Background: an optimization exercise with open tools, aiming at small area and a short achievable clock period. Do not read the settings as production practice. In this exercise RTL edits were held to simulation tests only and were not proved equivalent to the original.

before:
==> flow/design.v <==
module mdu_sequencer #(
  parameter int unsigned MULT_CYCLES = 5,
  parameter int unsigned DIV_CYCLES  = 10
) (
  input  logic        clk,
  input  logic        reset,
  input  logic        start,
  input  logic [2:0]  mdu_op,
  input  logic [31:0] a,
  input  logic [31:0] b,
  input  logic        cancel,
  input  logic        d_is_md,
  output logic        busy,
  output logic        stall_md,
  output logic [31:0] hi,
  output logic [31:0] lo
);
  localparam int W = 36;
  localparam int BS = 12;
  logic cancel_w;
  assign cancel_w = cancel;
  logic          busy_q;
  logic [3:0]    cyc_q;
  logic          mul_q, sgn_q, sa_q, e_q;
  logic [31:0]   d_q;
  logic [W-1:0]  r_q;
  logic [35:0]   q_q;
  logic [31:0]   hi_q, lo_q;
  function automatic logic [W-1:0] add_row(input logic [W-1:0] x, input logic [W-1:0] y,
                                           input logic ci);
    logic [W:0]   c;
    logic [W-1:0] p, g, s;
    logic         gg, pp;
    p = x ^ y;
    g = x & y;
    c[0] = ci;
    for (int k = 0; k < W; k += BS) begin
      gg = 1'b0;
      pp = 1'b1;
      for (int j = k; j < k + BS && j < W; j++) begin
        gg = g[j] | (p[j] & gg);
        pp = pp & p[j];
      end
      for (int j = k; j < k + BS - 1 && j < W - 1; j++)
        c[j+1] = g[j] | (p[j] & c[j]);
      c[(k + BS < W) ? k + BS : W] = gg | (pp & c[k]);
    end
    s = p ^ c[W-1:0];
    add_row = s;
  endfunction
  logic fin, dsign;
  logic [W-1:0] dx;
  assign fin   = mul_q ? (cyc_q == 4'd4) : (cyc_q == 4'd9);
  assign dsign = sgn_q & d_q[31];
  assign dx    = {{(W-32){dsign}}, d_q};
  function automatic logic [W-1:0] ysel(input logic [W-1:0] d, input logic s1, input logic s2,
                                        input logic s4, input logic ng);
    ysel = ((d & {W{s1}}) | ({d[W-2:0], 1'b0} & {W{s2}}) | ({d[W-3:0], 2'b0} & {W{s4}}))
           ^ {W{ng}};
  endfunction
  function automatic logic [2:0] booth(input logic b2, input logic b1, input logic b0);
    logic single, double, ng;
    single = b1 ^ b0;
    double = (b2 & ~b1 & ~b0) | (~b2 & b1 & b0);
    ng     = b2 & ~(b1 & b0);
    booth = {ng, double, single};
  endfunction
  logic [2:0] bd1, bd2, bd3, bd4;
  assign bd1 = booth(q_q[1], q_q[0], e_q);
  assign bd2 = booth(q_q[3], q_q[2], q_q[1]);
  assign bd3 = booth(q_q[5], q_q[4], q_q[3]);
  assign bd4 = booth(q_q[7], q_q[6], q_q[5]);
  logic [W-1:0] x1, x2, x3, x4, s1, s2, s3, s4, o1, o2, o3, o4;
  logic sub1, sub2, sub3, sub4;
  logic take, zr, zt, negr;
  logic c1a, c1b, c1c, n1, c2a, c2b, c2c, n2, c3a, c3b, n3, c4a, c4b, n4;
  assign x1   = r_q;
  assign sub1 = ~(x1[W-1] ^ dsign);
  always_comb begin
    c1a = 1'b0; c1b = 1'b0; c1c = 1'b0; n1 = 1'b0;
    if (!mul_q) begin
      c1a = ~fin; c1b = fin; n1 = sub1;
    end else if (!fin) begin
      c1b = bd1[0]; c1c = bd1[1]; n1 = bd1[2];
    end else begin
      c1b = ~sgn_q & e_q;
    end
  end
  assign s1 = add_row(x1, ysel(dx, c1a, c1b, c1c, n1), n1);
  assign o1 = (mul_q && !fin) ? {{3{s1[W-1]}}, s1[W-1:3]} : {s1[W-2:0], q_q[34]};
  assign negr = r_q[W-1];
  assign zr   = ~|r_q[W-1:1];
  assign zt   = ~|s1[W-1:1];
  assign take = (~sa_q & negr) | (sa_q & ~negr & ~zr) | (sa_q & negr & zt);
  assign x2   = o1;
  assign sub2 = ~(x2[W-1] ^ dsign);
  always_comb begin
    c2a = 1'b0; c2b = 1'b0; c2c = 1'b0; n2 = 1'b0;
    if (!mul_q) begin
      if (!fin) begin c2a = 1'b1; n2 = sub2; end
      else      begin c2c = ~take; n2 = ~take & ~sub1; end
    end else if (!fin) begin
      c2a = bd2[0]; c2b = bd2[1]; n2 = bd2[2];
    end
  end
  assign s2 = add_row(x2, ysel(dx, c2a, c2b, c2c, n2), n2);
  assign o2 = mul_q ? {{2{s2[W-1]}}, s2[W-1:2]} : {s2[W-2:0], q_q[33]};
  assign x3   = o2;
  assign sub3 = ~(x3[W-1] ^ dsign);
  assign c3a  = mul_q ? bd3[0] : 1'b1;
  assign c3b  = mul_q & bd3[1];
  assign n3   = mul_q ? bd3[2] : sub3;
  assign s3   = add_row(x3, ysel(dx, c3a, c3b, 1'b0, n3), n3);
  assign o3   = mul_q ? {{2{s3[W-1]}}, s3[W-1:2]} : {s3[W-2:0], q_q[32]};
  assign x4   = o3;
  assign sub4 = ~(x4[W-1] ^ dsign);
  assign c4a  = mul_q ? bd4[0] : 1'b1;
  assign c4b  = mul_q & bd4[1];
  assign n4   = mul_q ? bd4[2] : sub4;
  assign s4   = add_row(x4, ysel(dx, c4a, c4b, 1'b0, n4), n4);
  assign o4   = mul_q ? {s4[W-1], s4[W-1:1]} : {s4[W-2:0], q_q[31]};
  logic [3:0] dg;
  assign dg = {~(s1[W-2] ^ dsign), ~(s2[W-2] ^ dsign), ~(s3[W-2] ^ dsign), ~(s4[W-2] ^ dsign)};
  logic [31:0] lo_res, hi_res;
  logic        inc;
  assign inc    = ~mul_q & take & q_q[0];
  assign lo_res = {q_q[31:1] + {30'd0, inc}, mul_q ? q_q[0] : ~take};
  assign hi_res = s2[33:2];
  logic st, commit, dz;
  assign st     = start & ~busy_q & ~cancel_w;
  assign dz     = ~|d_q;
  assign commit = busy_q & fin & ~cancel_w & (mul_q | ~dz);
  always_ff @(posedge clk or negedge reset) begin
    if (!reset) begin
      busy_q <= 1'b0;
      hi_q   <= 32'd0;
      lo_q   <= 32'd0;
    end else begin
      if (!busy_q) busy_q <= st & ~mdu_op[2];
      else         busy_q <= ~cancel_w & ~fin;
      if (st && mdu_op == 3'd4) hi_q <= a;
      else if (commit)          hi_q <= hi_res;
      if (st && mdu_op == 3'd5) lo_q <= a;
      else if (commit)          lo_q <= lo_res;
    end
  end
  always_ff @(posedge clk) begin
    if (!busy_q) begin
      cyc_q <= 4'd0;
      mul_q <= ~mdu_op[1];
      sgn_q <= ~mdu_op[0];
      sa_q  <= a[31] & ~mdu_op[0];
      d_q   <= b;
      r_q   <= {W{a[31] & ~mdu_op[0] & mdu_op[1]}};
      q_q   <= {{4{a[31] & ~mdu_op[0]}}, a};
      e_q   <= 1'b0;
    end else begin
      cyc_q <= cyc_q + 4'd1;
      r_q   <= o4;
      q_q[35:32] <= q_q[31:28];
      q_q[31:0]  <= mul_q ? {s4[1:0], s3[1:0], s2[1:0], s1[2:1], q_q[31:8]}
                          : {q_q[27:0], dg};
      e_q   <= q_q[7];
    end
  end
  assign busy     = busy_q;
  assign stall_md = d_is_md & (start | busy_q);
  assign hi       = hi_q;
  assign lo       = lo_q;
endmodule
clock: 85.0 ns
lec_check: 0
cap_margin: 20
core_margin: 2
core_utilization: 40
slew_margin: 20
run.sh (not shown) runs the stock make flow with config.mk's settings and CLKGATE_MAP_FILE= SYNTH_SCRIPT=/design/flow/synth_recipe.tcl, a recipe that flattens the netlist after the stock synthesis.
Relative to before, the following input files were edited for after:
--- a/flow/design.v
+++ b/flow/design.v
@@ -17,42 +17,44 @@
 );
   localparam int W = 36;
   localparam int BS = 12;
   logic cancel_w;
   assign cancel_w = cancel;
-  logic          busy_q;
+  logic          busy_q, fin_q;
   logic [3:0]    cyc_q;
   logic          mul_q, sgn_q, sa_q, e_q;
   logic [31:0]   d_q;
   logic [W-1:0]  r_q;
   logic [35:0]   q_q;
   logic [31:0]   hi_q, lo_q;
   function automatic logic [W-1:0] add_row(input logic [W-1:0] x, input logic [W-1:0] y,
                                            input logic ci);
-    logic [W:0]   c;
-    logic [W-1:0] p, g, s;
-    logic         gg, pp;
-    p = x ^ y;
-    g = x & y;
-    c[0] = ci;
-    for (int k = 0; k < W; k += BS) begin
-      gg = 1'b0;
-      pp = 1'b1;
+    logic [W/BS+1:0] gb;
+    logic [W-1:0] s0, s;
+    logic         cc, cb, t;
+    cc = ci;
+    for (int j = 0; j < W; j++) begin
+      if (j % BS == 0 && j != 0) cc = 1'b0;
+      s0[j] = x[j] ^ y[j] ^ cc;
+      cc    = (x[j] & y[j]) | (cc & (x[j] ^ y[j]));
+      if ((j + 1) % BS == 0 || j == W - 1) gb[j/BS] = cc;
+    end
+    s  = s0;
+    cb = gb[0];
+    for (int k = BS; k < W; k += BS) begin
+      t = 1'b1;
       for (int j = k; j < k + BS && j < W; j++) begin
-        gg = g[j] | (p[j] & gg);
-        pp = pp & p[j];
+        s[j] = s0[j] ^ (cb & t);
+        t    = t & s0[j];
       end
-      for (int j = k; j < k + BS - 1 && j < W - 1; j++)
-        c[j+1] = g[j] | (p[j] & c[j]);
-      c[(k + BS < W) ? k + BS : W] = gg | (pp & c[k]);
+      cb = gb[k/BS] | (cb & t);
     end
-    s = p ^ c[W-1:0];
     add_row = s;
   endfunction
   logic fin, dsign;
   logic [W-1:0] dx;
-  assign fin   = mul_q ? (cyc_q == 4'd4) : (cyc_q == 4'd9);
+  assign fin   = fin_q;
   assign dsign = sgn_q & d_q[31];
   assign dx    = {{(W-32){dsign}}, d_q};
   function automatic logic [W-1:0] ysel(input logic [W-1:0] d, input logic s1, input logic s2,
                                         input logic s4, input logic ng);
     ysel = ((d & {W{s1}}) | ({d[W-2:0], 1'b0} & {W{s2}}) | ({d[W-3:0], 2'b0} & {W{s4}}))
@@ -70,11 +72,11 @@
   assign bd2 = booth(q_q[3], q_q[2], q_q[1]);
   assign bd3 = booth(q_q[5], q_q[4], q_q[3]);
   assign bd4 = booth(q_q[7], q_q[6], q_q[5]);
   logic [W-1:0] x1, x2, x3, x4, s1, s2, s3, s4, o1, o2, o3, o4;
   logic sub1, sub2, sub3, sub4;
-  logic take, zr, zt, negr;
+  logic take, zr, zt, negr, inc;
   logic c1a, c1b, c1c, n1, c2a, c2b, c2c, n2, c3a, c3b, n3, c4a, c4b, n4;
   assign x1   = r_q;
   assign sub1 = ~(x1[W-1] ^ dsign);
   always_comb begin
     c1a = 1'b0; c1b = 1'b0; c1c = 1'b0; n1 = 1'b0;
@@ -105,14 +107,14 @@
   end
   assign s2 = add_row(x2, ysel(dx, c2a, c2b, c2c, n2), n2);
   assign o2 = mul_q ? {{2{s2[W-1]}}, s2[W-1:2]} : {s2[W-2:0], q_q[33]};
   assign x3   = o2;
   assign sub3 = ~(x3[W-1] ^ dsign);
-  assign c3a  = mul_q ? bd3[0] : 1'b1;
-  assign c3b  = mul_q & bd3[1];
-  assign n3   = mul_q ? bd3[2] : sub3;
-  assign s3   = add_row(x3, ysel(dx, c3a, c3b, 1'b0, n3), n3);
+  assign c3a  = ~fin & (mul_q ? bd3[0] : 1'b1);
+  assign c3b  = ~fin & mul_q & bd3[1];
+  assign n3   = ~fin & (mul_q ? bd3[2] : sub3);
+  assign s3   = add_row(fin ? {5'd0, q_q[31:1]} : x3, ysel(dx, c3a, c3b, 1'b0, n3), n3 | inc);
   assign o3   = mul_q ? {{2{s3[W-1]}}, s3[W-1:2]} : {s3[W-2:0], q_q[32]};
   assign x4   = o3;
   assign sub4 = ~(x4[W-1] ^ dsign);
   assign c4a  = mul_q ? bd4[0] : 1'b1;
   assign c4b  = mul_q & bd4[1];
@@ -120,13 +122,12 @@
   assign s4   = add_row(x4, ysel(dx, c4a, c4b, 1'b0, n4), n4);
   assign o4   = mul_q ? {s4[W-1], s4[W-1:1]} : {s4[W-2:0], q_q[31]};
   logic [3:0] dg;
   assign dg = {~(s1[W-2] ^ dsign), ~(s2[W-2] ^ dsign), ~(s3[W-2] ^ dsign), ~(s4[W-2] ^ dsign)};
   logic [31:0] lo_res, hi_res;
-  logic        inc;
-  assign inc    = ~mul_q & take & q_q[0];
-  assign lo_res = {q_q[31:1] + {30'd0, inc}, mul_q ? q_q[0] : ~take};
+  assign inc    = fin & ~mul_q & take & q_q[0];
+  assign lo_res = {s3[30:0], mul_q ? q_q[0] : ~take};
   assign hi_res = s2[33:2];
   logic st, commit, dz;
   assign st     = start & ~busy_q & ~cancel_w;
   assign dz     = ~|d_q;
   assign commit = busy_q & fin & ~cancel_w & (mul_q | ~dz);
@@ -145,19 +146,21 @@
     end
   end
   always_ff @(posedge clk) begin
     if (!busy_q) begin
       cyc_q <= 4'd0;
+      fin_q <= 1'b0;
       mul_q <= ~mdu_op[1];
       sgn_q <= ~mdu_op[0];
       sa_q  <= a[31] & ~mdu_op[0];
       d_q   <= b;
       r_q   <= {W{a[31] & ~mdu_op[0] & mdu_op[1]}};
       q_q   <= {{4{a[31] & ~mdu_op[0]}}, a};
       e_q   <= 1'b0;
     end else begin
       cyc_q <= cyc_q + 4'd1;
+      fin_q <= mul_q ? (cyc_q == 4'd3) : (cyc_q == 4'd8);
       r_q   <= o4;
       q_q[35:32] <= q_q[31:28];
       q_q[31:0]  <= mul_q ? {s4[1:0], s3[1:0], s2[1:0], s1[2:1], q_q[31:8]}
                           : {q_q[27:0], dg};
       e_q   <= q_q[7];
Findings:
From before to after the numbers moved as follows: synthesized area lower; first-iteration DRC count higher; number of logic inverters in the finished layout lower. In after the die area turned out about 4.6% lower than in before.

static timing again, ports no longer ideal:
No port has a modelled driver above. Below, the same layouts with a new extraction and two added sets of constraints.
Step 1 (the two cells are an assumption about what drives the block):
set clk [get_ports {clk}]
set_driving_cell -lib_cell sky130_fd_sc_hd__clkbuf_16 $clk
set_driving_cell -lib_cell sky130_fd_sc_hd__buf_2 [delete_from_list [all_inputs] $clk]
Step 2 also shifts input and output timing later by t, the mid clock arrival at the registers, as if the neighbouring blocks saw the same clock.
a / b / c = ideal / step 1 / step 2; a / b = the first two.
run	shift t [ns]	setup slack, ns	hold slack, ns	worst register clock-pin slew, ns
before	0.539	48.998 / 48.998 / 48.998	0.505 / 0.505 / 0.505	0.08 / 0.08
after	0.516	49.879 / 49.854 / 49.854	0.476 / 0.476 / 0.476	0.08 / 0.08
After both steps setup and hold are still met in every run listed. The setup slack of after, which loses most, moves by -0.025 ns with the drivers and by -0.025 ns with both steps.
